What follows belongs to an exercise in optimizing a design on an open flow for a short achievable clock period and few clock cycles; a production flow would make more cautious choices. In this exercise RTL edits were held to simulation tests only and were not proved equivalent to the original. Power and IR drop assume default switching activity.

--- run.sh ---
#!/bin/bash
# synth_recipe.tcl (not shown) runs the flow's synth.tcl, then flattens the netlist and writes it again
# the make line also repeats each setting of config.mk as NAME=value (left out here)
make -C /OpenROAD-flow-scripts/flow DESIGN_CONFIG=/design/flow/config.mk WORK_HOME=/design/flow/orfs CLKGATE_MAP_FILE= SYNTH_SCRIPT=/design/flow/synth_recipe.tcl finish
--- config.mk ---
export PLATFORM = sky130hd
export DESIGN_NAME = cpuTop
export DESIGN_NICKNAME = cpuTop
export VERILOG_FILES = /design/flow/design.v
export SDC_FILE = /design/flow/constraint.sdc
export NUM_CORES = 4
export LEC_CHECK = 0
export CAP_MARGIN = 20
export CELL_PAD_IN_SITES_DETAIL_PLACEMENT = 1
export CELL_PAD_IN_SITES_GLOBAL_PLACEMENT = 2
export CORE_MARGIN = 2
export CORE_UTILIZATION = 35
export SLEW_MARGIN = 20
--- constraint.sdc ---
create_clock -name core_clock -period 9.0 [get_ports {clock}]
set_input_delay 1.8000 -clock core_clock [delete_from_list [all_inputs] [get_ports {clock}]]
set_output_delay 1.8000 -clock core_clock [all_outputs]
set_load 0.01 [all_outputs]
--- design.v ---
package cpuPkg;
    parameter int dataWidth = 32;
    parameter int regAddrWidth = 5;
    localparam logic [4:0] opRType = 5'b00000;
    localparam logic [4:0] opJ     = 5'b00001;
    localparam logic [4:0] opBne   = 5'b00010;
    localparam logic [4:0] opJal   = 5'b00011;
    localparam logic [4:0] opJr    = 5'b00100;
    localparam logic [4:0] opAddi  = 5'b00101;
    localparam logic [4:0] opBlt   = 5'b00110;
    localparam logic [4:0] opSw    = 5'b00111;
    localparam logic [4:0] opLw    = 5'b01000;
    localparam logic [4:0] aluAdd = 5'd0;
    localparam logic [4:0] aluSub = 5'd1;
    localparam logic [4:0] aluAnd = 5'd2;
    localparam logic [4:0] aluOr  = 5'd3;
    localparam logic [4:0] aluSll = 5'd4;
    localparam logic [4:0] aluSra = 5'd5;
    localparam logic [regAddrWidth-1:0] linkReg = 5'd31;  
    typedef struct packed {
        logic [4:0] opcode;
        logic [regAddrWidth-1:0] rd;
        logic [regAddrWidth-1:0] rs;
        logic [regAddrWidth-1:0] rt;
        logic [4:0] shamt;
        logic [4:0] aluOp;
        logic [1:0] spare;
    } rFmtT;
    typedef struct packed {
        logic [4:0] opcode;
        logic [regAddrWidth-1:0] rd;
        logic [regAddrWidth-1:0] rs;
        logic [16:0] imm;
    } iFmtT;
    typedef struct packed {
        logic [4:0] opcode;
        logic [26:0] target;
    } jFmtT;
    typedef union packed {
        rFmtT rFmt;
        iFmtT iFmt;
        jFmtT jFmt;
    } instrU;
    localparam instrU nopWord = '0;  
    typedef struct packed {
        logic taken;
        logic [dataWidth-1:0] target;
    } redirectT;
    typedef struct packed {
        logic en;
        logic [regAddrWidth-1:0] addr;
        logic [dataWidth-1:0] data;
    } wbReqT;
    typedef struct packed {
        logic [regAddrWidth-1:0] dest;
        logic writesReg;
        logic isLoad;
        logic [dataWidth-1:0] value;  
    } stageTagT;
    function automatic logic [regAddrWidth-1:0] portBReg(instrU ins);
        case (ins.rFmt.opcode)
            opSw, opBne, opBlt, opJr: portBReg = ins.rFmt.rd;
            default: portBReg = ins.rFmt.rt;
        endcase
    endfunction
endpackage
`timescale 1ns/1ps
module aluUnit (
    input  logic [cpuPkg::dataWidth-1:0] a,
    input  logic [cpuPkg::dataWidth-1:0] b,
    input  logic [4:0] aluOp,
    input  logic [4:0] shamt,
    output logic [cpuPkg::dataWidth-1:0] result,
    output logic notEqual,
    output logic lessThan
);
    always_comb begin
        case (aluOp)
            cpuPkg::aluAdd: result = a + b;
            cpuPkg::aluSub: result = a - b;
            cpuPkg::aluAnd: result = a & b;
            cpuPkg::aluOr:  result = a | b;
            cpuPkg::aluSll: result = a << shamt;
            cpuPkg::aluSra: result = $signed(a) >>> shamt;  
            default:        result = a + b;
        endcase
    end
    assign notEqual = a != b;
    assign lessThan = $signed(a) < $signed(b);
endmodule
`timescale 1ns/1ps
module bypassUnit (
    input  cpuPkg::instrU decodeIns,
    input  logic [cpuPkg::dataWidth-1:0] opA,
    input  logic [cpuPkg::dataWidth-1:0] opB,
    input  cpuPkg::stageTagT exTag,
    input  cpuPkg::wbReqT wb,
    input  logic [cpuPkg::dataWidth-1:0] dmemQ,
    output logic [cpuPkg::dataWidth-1:0] aluA,
    output logic [cpuPkg::dataWidth-1:0] aluB,
    output logic [cpuPkg::dataWidth-1:0] storeData
);
    logic [cpuPkg::regAddrWidth-1:0] srcB;
    function automatic logic [cpuPkg::dataWidth-1:0] pick(
        input logic [cpuPkg::regAddrWidth-1:0] src,
        input logic [cpuPkg::dataWidth-1:0] rfVal,
        input logic takeLoad
    );
        if (src != '0 && exTag.writesReg && exTag.dest == src) begin
            if (!exTag.isLoad)
                pick = exTag.value;
            else
                pick = takeLoad ? dmemQ : rfVal;  
        end else if (src != '0 && wb.en && wb.addr == src)
            pick = wb.data;
        else
            pick = rfVal;
    endfunction
    assign srcB = cpuPkg::portBReg(decodeIns);
    always_comb begin
        aluA = pick(decodeIns.rFmt.rs, opA, 1'b1);
        aluB = pick(srcB, opB, 1'b1);
        storeData = pick(srcB, opB, 1'b0);
    end
endmodule
`timescale 1ns/1ps
module regFile (
    input  logic clock,
    input  logic rstN,
    input  logic [cpuPkg::regAddrWidth-1:0] readRegA,
    input  logic [cpuPkg::regAddrWidth-1:0] readRegB,
    input  cpuPkg::wbReqT wb,
    output logic [cpuPkg::dataWidth-1:0] readDataA,
    output logic [cpuPkg::dataWidth-1:0] readDataB
);
    logic [cpuPkg::dataWidth-1:0] regs [0:31];
    always_ff @(posedge clock or negedge rstN) begin
        if (!rstN) begin
            for (int i = 0; i < 32; i++) begin
                regs[i] <= '0;
            end
        end else if (wb.en && wb.addr != '0) begin
            regs[wb.addr] <= wb.data;
        end
    end
    assign readDataA = (readRegA == '0) ? '0 :
                       (wb.en && wb.addr == readRegA) ? wb.data : regs[readRegA];
    assign readDataB = (readRegB == '0) ? '0 :
                       (wb.en && wb.addr == readRegB) ? wb.data : regs[readRegB];
endmodule
`timescale 1ns/1ps
module fetchUnit #(
    parameter int pcBits = 32
) (
    input  logic clock,
    input  logic rstN,
    input  logic [cpuPkg::dataWidth-1:0] imemData,
    input  cpuPkg::redirectT redirect,
    output logic [cpuPkg::dataWidth-1:0] imemAddress,
    output cpuPkg::instrU fetchIns,
    output logic [pcBits-1:0] fetchPc,
    output cpuPkg::instrU decodeIns,
    output logic [pcBits-1:0] decodePc
);
    logic [pcBits-1:0] pc;
    always_comb begin
        imemAddress = '0;
        imemAddress[pcBits-1:0] = pc;  
    end
    always_ff @(posedge clock or negedge rstN) begin
        if (!rstN) begin
            pc <= '0;
            fetchIns <= cpuPkg::nopWord;
            fetchPc <= '0;
            decodeIns <= cpuPkg::nopWord;
            decodePc <= '0;
        end else begin
            pc <= redirect.taken ? redirect.target[pcBits-1:0] : pc + 1'b1;  
            fetchPc <= pc;
            decodePc <= fetchPc;
            fetchIns <= redirect.taken ? cpuPkg::nopWord : cpuPkg::instrU'(imemData);
            decodeIns <= redirect.taken ? cpuPkg::nopWord : fetchIns;
        end
    end
endmodule
`timescale 1ns/1ps
module decodeStage (
    input  logic clock,
    input  logic rstN,
    input  cpuPkg::instrU fetchIns,
    input  cpuPkg::wbReqT wb,
    output logic [cpuPkg::dataWidth-1:0] opA,
    output logic [cpuPkg::dataWidth-1:0] opB
);
    logic [cpuPkg::regAddrWidth-1:0] readRegA;
    logic [cpuPkg::regAddrWidth-1:0] readRegB;
    logic [cpuPkg::dataWidth-1:0] readDataA;
    logic [cpuPkg::dataWidth-1:0] readDataB;
    assign readRegA = fetchIns.rFmt.rs;
    assign readRegB = cpuPkg::portBReg(fetchIns);
    regFile regs (
        .clock(clock),
        .rstN(rstN),
        .readRegA(readRegA),
        .readRegB(readRegB),
        .wb(wb),
        .readDataA(readDataA),
        .readDataB(readDataB)
    );
    always_ff @(posedge clock) begin
        opA <= readDataA;
        opB <= readDataB;
    end
endmodule
`timescale 1ns/1ps
module executeStage #(
    parameter int pcBits = 32
) (
    input  logic clock,
    input  logic rstN,
    input  cpuPkg::instrU decodeIns,
    input  logic [pcBits-1:0] decodePc,
    input  logic [cpuPkg::dataWidth-1:0] opA,
    input  logic [cpuPkg::dataWidth-1:0] opB,
    input  cpuPkg::wbReqT wb,
    input  logic [cpuPkg::dataWidth-1:0] dmemQ,
    output cpuPkg::redirectT redirect,
    output cpuPkg::stageTagT exTag,
    output cpuPkg::instrU exIns,
    output logic [cpuPkg::dataWidth-1:0] exStoreData
);
    logic [4:0] opcode;
    logic [4:0] aluOp;
    logic isJal;
    logic [cpuPkg::dataWidth-1:0] aluA;
    logic [cpuPkg::dataWidth-1:0] aluB;
    logic [cpuPkg::dataWidth-1:0] storeData;
    logic [cpuPkg::dataWidth-1:0] immExt;
    logic [cpuPkg::dataWidth-1:0] aluIn2;
    logic [cpuPkg::dataWidth-1:0] aluResult;
    logic [cpuPkg::dataWidth-1:0] pcPlusOne;
    logic cmpNotEqual;
    logic cmpLess;
    cpuPkg::instrU linkIns;
    cpuPkg::stageTagT nextTag;
    assign opcode = decodeIns.rFmt.opcode;
    assign isJal = opcode == cpuPkg::opJal;
    assign immExt = {{15{decodeIns.iFmt.imm[16]}}, decodeIns.iFmt.imm};
    assign aluOp = (opcode == cpuPkg::opRType) ? decodeIns.rFmt.aluOp : cpuPkg::aluAdd;
    assign aluIn2 = (opcode == cpuPkg::opAddi || opcode == cpuPkg::opLw || opcode == cpuPkg::opSw) ? immExt : aluB;
    always_comb begin
        pcPlusOne = '0;
        pcPlusOne[pcBits-1:0] = decodePc + 1'b1;
    end
    bypassUnit bypass (
        .decodeIns(decodeIns), .opA(opA), .opB(opB), .exTag(exTag), .wb(wb),
        .dmemQ(dmemQ), .aluA(aluA), .aluB(aluB), .storeData(storeData)
    );
    aluUnit mainAlu (
        .a(aluA), .b(aluIn2), .aluOp(aluOp), .shamt(decodeIns.rFmt.shamt),
        .result(aluResult), .notEqual(), .lessThan()
    );
    aluUnit cmpAlu (
        .a(aluB), .b(aluA), .aluOp(cpuPkg::aluSub), .shamt(5'd0),
        .result(), .notEqual(cmpNotEqual), .lessThan(cmpLess)
    );
    always_comb begin
        redirect = '0;
        case (opcode)
            cpuPkg::opBne: begin
                redirect.taken = cmpNotEqual;
                redirect.target = pcPlusOne + immExt;
            end
            cpuPkg::opBlt: begin
                redirect.taken = cmpLess;
                redirect.target = pcPlusOne + immExt;
            end
            cpuPkg::opJ, cpuPkg::opJal: begin
                redirect.taken = 1'b1;
                redirect.target = {5'b0, decodeIns.jFmt.target};
            end
            cpuPkg::opJr: begin
                redirect.taken = 1'b1;
                redirect.target = aluB;  
            end
            default: ;
        endcase
    end
    always_comb begin
        linkIns = cpuPkg::nopWord;
        linkIns.rFmt.rd = cpuPkg::linkReg;  
        nextTag.dest = isJal ? cpuPkg::linkReg : decodeIns.rFmt.rd;
        nextTag.writesReg = opcode == cpuPkg::opRType || opcode == cpuPkg::opAddi ||
                            opcode == cpuPkg::opLw || opcode == cpuPkg::opJal;
        nextTag.isLoad = opcode == cpuPkg::opLw;
        nextTag.value = isJal ? pcPlusOne : aluResult;
    end
    always_ff @(posedge clock or negedge rstN) begin
        if (!rstN) begin
            exTag <= '0;
            exIns <= cpuPkg::nopWord;
        end else begin
            exTag <= nextTag;
            exIns <= isJal ? linkIns : decodeIns;
        end
    end
    always_ff @(posedge clock) begin
        exStoreData <= storeData;
    end
endmodule
`timescale 1ns/1ps
module memoryStage (
    input  logic clock,
    input  logic rstN,
    input  cpuPkg::instrU exIns,
    input  cpuPkg::stageTagT exTag,
    input  logic [cpuPkg::dataWidth-1:0] exStoreData,
    input  logic [cpuPkg::dataWidth-1:0] dmemQ,
    output logic [cpuPkg::dataWidth-1:0] dmemAddress,
    output logic [cpuPkg::dataWidth-1:0] dmemData,
    output logic dmemWren,
    output cpuPkg::wbReqT wb
);
    cpuPkg::stageTagT memTag;
    logic [cpuPkg::dataWidth-1:0] memLoad;
    logic storeFromLoad;
    assign dmemAddress = exTag.value;
    assign dmemWren = exIns.rFmt.opcode == cpuPkg::opSw;
    assign storeFromLoad = memTag.isLoad && memTag.dest != '0 &&
                           memTag.dest == exIns.iFmt.rd;
    assign dmemData = storeFromLoad ? memLoad : exStoreData;
    always_ff @(posedge clock or negedge rstN) begin
        if (!rstN) begin
            memTag <= '0;
        end else begin
            memTag <= exTag;
        end
    end
    always_ff @(posedge clock) begin
        memLoad <= dmemQ;
    end
    always_comb begin
        wb.en = memTag.writesReg;
        wb.addr = memTag.dest;
        wb.data = memTag.isLoad ? memLoad : memTag.value;
    end
endmodule
`timescale 1ns/1ps
module cpuTop #(
    parameter int pcBits = 32
) (
    input  logic clock,
    input  logic rstN,
    output logic [cpuPkg::dataWidth-1:0] imemAddress,
    input  logic [cpuPkg::dataWidth-1:0] imemData,
    output logic [cpuPkg::dataWidth-1:0] dmemAddress,
    output logic [cpuPkg::dataWidth-1:0] dmemData,
    output logic dmemWren,
    input  logic [cpuPkg::dataWidth-1:0] dmemQ
);
    cpuPkg::redirectT redirect;
    cpuPkg::wbReqT wb;
    cpuPkg::stageTagT exTag;
    cpuPkg::instrU fetchIns;
    cpuPkg::instrU decodeIns;
    cpuPkg::instrU exIns;
    logic [pcBits-1:0] fetchPc;
    logic [pcBits-1:0] decodePc;
    logic [cpuPkg::dataWidth-1:0] opA;
    logic [cpuPkg::dataWidth-1:0] opB;
    logic [cpuPkg::dataWidth-1:0] exStoreData;
    fetchUnit #(.pcBits(pcBits)) fetch (
        .clock(clock), .rstN(rstN), .imemData(imemData), .redirect(redirect),
        .imemAddress(imemAddress), .fetchIns(fetchIns), .fetchPc(fetchPc),
        .decodeIns(decodeIns), .decodePc(decodePc)
    );
    decodeStage decode (
        .clock(clock), .rstN(rstN), .fetchIns(fetchIns), .wb(wb), .opA(opA), .opB(opB)
    );
    executeStage #(.pcBits(pcBits)) execute (
        .clock(clock), .rstN(rstN), .decodeIns(decodeIns), .decodePc(decodePc),
        .opA(opA), .opB(opB), .wb(wb), .dmemQ(dmemQ), .redirect(redirect),
        .exTag(exTag), .exIns(exIns), .exStoreData(exStoreData)
    );
    memoryStage memory (
        .clock(clock), .rstN(rstN), .exIns(exIns), .exTag(exTag),
        .exStoreData(exStoreData), .dmemQ(dmemQ), .dmemAddress(dmemAddress),
        .dmemData(dmemData), .dmemWren(dmemWren), .wb(wb)
    );
endmodule
==> summary.txt <==
relative slew slack=0.1132; TritonCTS Buffers=164; clock tree sinks=1363; worst skew pair latency=0.86 ns; first-pass GRT wire length=594000 um; wire per inst=41.17 um; syn nets=7937; pwr dens=448.1 nW/um^2; fin util=0.4125; reg2reg end=execute.exTag[31]; Critical Path Start=fetch.decodeIns[29]; cell taking the most area after synthesis=dfrtp_1; skew final=0.05307 ns; final number of setup-violating endpoints=0; setup slack, reg-to-reg=0.96 ns; H-tree levels=4; Yosys cell types=98; post-synthesis instance total=7770; max-cap violation count=0; Seq/Total Area, Yosys=0.4687; Setup Buffers After CTS=0; clock-pin transition on the worst setup and hold timing paths=0.06 ns; initial antenna violation count=20; buffer levels on the longest clock path=3; WHS=0.3369 ns; Worst path slowest cell=xnor2_2; largest net degree at the start of global routing=154; post-synthesis register bit count=1363; Rows=165; post-DP HPWL=282400 um; Mapped Area=71410 um^2; vias per inst=6.654; Area Growth Syn to Fin=16.98%; Final nets=7892; Die ar.=207600 um^2; Die W=455.7 um; number of synthesized flops with an enable pin=0; PortBufs=162; total grt overflow=0; # DRC=0; critical path arrival=8.67 ns; maximum vdd ir drop=0.0002709 V; Synth Warn #=8; share of post-route cells with drive strength above 1=0.1195; area share of the largest cell type after synthesis=0.4328; DR pass1 iterations=10; multiplexer area fraction after synthesis=0.04629; fin crit period=8.040 ns; ranking of synthesized cells by area=dfrtp_1, a21oi_1, nor2_1; largest family of logic cells by synthesized area=compound AO/OA/AOI/OAI gates; Max Slew Vio Count=0; clk root buf=clkbuf_16; Post-synth ARST share=0.9061; Hold Crit Class=register to register; Worst R2R Path Depth=29; Chip Height=455.7 um; worst path required time=9.63 ns; Hold Fails Final Rpt=0; hold path depth=0; cts hold-fix bufs=0; initial DRC count=8622; Synth Area in Simple Gates=0.1412; Crit. End Element=register; period utilization=0.8933; highest fanout seen on the critical path=19; Avg Synthesized Cell Area=9.190 um^2; vias in the first global route=69.57k; FF-to-FF Start=fetch.decodeIns[29]; ANT nets after route=0; All-Layer GR Usage=0.4081; TritonCTS clock tree=yes; Initial Util=0.3526; CP startpoint kind=register; Seq. cell area=33480 um^2; multi-input logic area=35910 um^2; Max Freq=124.4 MHz; IO Pins=163; Post-Route WL=434600 um; Vias=70.25k; Core Region=202500 um^2; Design Power=37.43 mW; status=timing/DRC/antenna clean; Crit Path Class=register to register; Lkg Pwr=35.22 nW; CP endpoint=execute.exTag[31]; Final TNS setup=0 ns; Worst path max stage delay=0.68 ns; cell mode on critical path=a21o_1; placer congestion estimate=0.9940; Fill cells=22.77k; compound-gate portion of the synthesized area=0.2556; RSZ-0062 raised after global routing=false; adder-cell share of the synthesized area=0.02197; Main synth FF type=dfrtp_1; post-cts sizing count=0; Worst-Margin Slew=1.316 ns; XOR/XNOR Fraction of Synth Area=0.02073
cell families after synthesis:
group / count (synthesis)
compound gates: 2741
simple gates: 2264
flops: 1363
buf+inv: 813
mux: 290
xor+xnor: 169
fa+ha+maj: 130
layout by cell type, fill, tap and decap left out, types with 99 or more instances in the layout:
cell type        instances
a21oi_1                778
a221oi_1               291
a222oi_1               112
a22o_1                 202
a22oi_1                342
buf_4                  330
clkbuf_16              167
clkdlybuf4s50_1        161
dfrtp_1               1231
dfxtp_1                128
ha_1                    99
mux2_2                 101
mux2i_1                134
nand2_1                623
nand3_1                127
nand4_1                168
nor2_1                 863
o21ai_0                595
xnor2_1                104
per-stage QoR:
stage	worst slack, ns	cells	area, um^2
6_report	0.9605	10560	83530
5_1_grt	0.5099	10540	83490
4_1_cts	0.9966	10530	83420
3_5_place_dp	0.8686	10230	77650
3_3_place_gp	0.8151	10220	77470
2_1_floorplan	2.234	7770	71410
worst max-delay path: cells and delay by family (launching register included):
| kind | cells | cell delay (ns) |
|---|---|---|
| flops | 1 | 0.56 |
| xor+xnor | 3 | 1.21 |
| simple gates | 7 | 1.25 |
| buf+inv | 3 | 0.73 |
| mux | 3 | 0.94 |
| fa+ha+maj | 2 | 0.62 |
| compound gates | 11 | 2.50 |
routing by layer:
metal  share of wire  up-vias  track usage
li1                -    28660            -
met1            0.39    36080       0.5114
met2            0.45     4204       0.6346
met3           0.093     1293       0.1019
met4           0.071        6       0.2455
met5        0.000085        -            0
report_power, final:
group          total (mW)  internal (mW)  switching, mW
Sequential           11.1           8.50           2.63
Combinational        19.1           6.09           13.0
Clock                7.21           4.25           2.96
sequential cells by signal (all words and copies together), names as in the netlist:
register and cells:
memory.memLoad 32, fetch.decodeIns 32, execute.exIns 10, fetch.fetchPc 32, decode.opA 32, execute.exStoreData 32, fetch.decodePc 32, decode.regs.regs 992
execute.exTag 34, decode.opB 32, fetch.pc 32, fetch.fetchIns 32, memory.memTag 39
worst min path at each step:
stage	startpoint	to	slack (ns)
floorplan	fetch.fetchPc[0]	fetch.decodePc[0]	0.33
global placement	fetch.fetchPc[27]	fetch.decodePc[27]	0.33
detailed placement	fetch.fetchPc[3]	fetch.decodePc[3]	0.34
CTS	fetch.fetchPc[3]	fetch.decodePc[3]	0.35
global route	fetch.fetchPc[13]	fetch.decodePc[13]	0.35
finish	fetch.fetchPc[5]	fetch.decodePc[5]	0.34
cell usage after synthesis, types with 17 or more instances:
library cell and instances:
a21o_1 51, a221o_1 28, nor2b_1 81, o211ai_1 25, o21a_1 21, maj3_1 29, xor2_1 64, and3_1 81
a211oi_1 60, nand2_1 633, nand3_1 127, o31ai_1 26, buf_1 54, inv_1 81, nor3_1 101, nand2b_1 28
o21ai_0 596, mux2i_1 166, o31a_1 19, a22oi_1 342, a22o_1 202, and2_1 17, dfxtp_1 128, ha_1 99
o22ai_1 35, a31oi_1 41, clkbuf_1 620, xnor2_1 105, mux2_2 101, mux4_2 22, buf_4 38, nor4_1 20
a222oi_1 112, dfrtp_1 1235, nand4_1 168, nor2_1 937, a21oi_1 780, a221oi_1 292
final cells by class:
cell class | count | area share
clock buffers | 245 | 0.05833
clock inverters | 59 | 0.01071
inverters | 83 | 0.003730
diodes | 22 | 0.0006591
repair buffers | 519 | 0.05587
well taps | 2672 | 0.04002
multi-input cells | 5594 | 0.4299
flip-flops and latches | 1363 | 0.4008
Testbench counts, summed over its fixed seeds: cycles 128,351.

[port drivers added, routing unchanged]
Ports are ideal in the flow. The routed layout listed here was re-timed in OpenROAD. Step 1: set_driving_cell puts a clkbuf_16 on clock and a buf_2 on each other input, an assumption about the parent block. Step 2 times the ports against the registers' clock, not the clock port: input delays grow and output delays shrink by t, the midpoint of the rising clock arrivals with the driver on. Slacks: ideal / step 1 / step 2; pairs: ideal / step 1.
shift t [ns]: 0.926
slack for setup (ns): 0.960 / 0.960 / 0.899
worst setup path after step 2: input to register
worst slew at a driven data input, ns: 0.08
After both steps this run still meets setup and hold. The setup slack of this run moves by 0.000 ns with the drivers and by -0.061 ns with both steps.
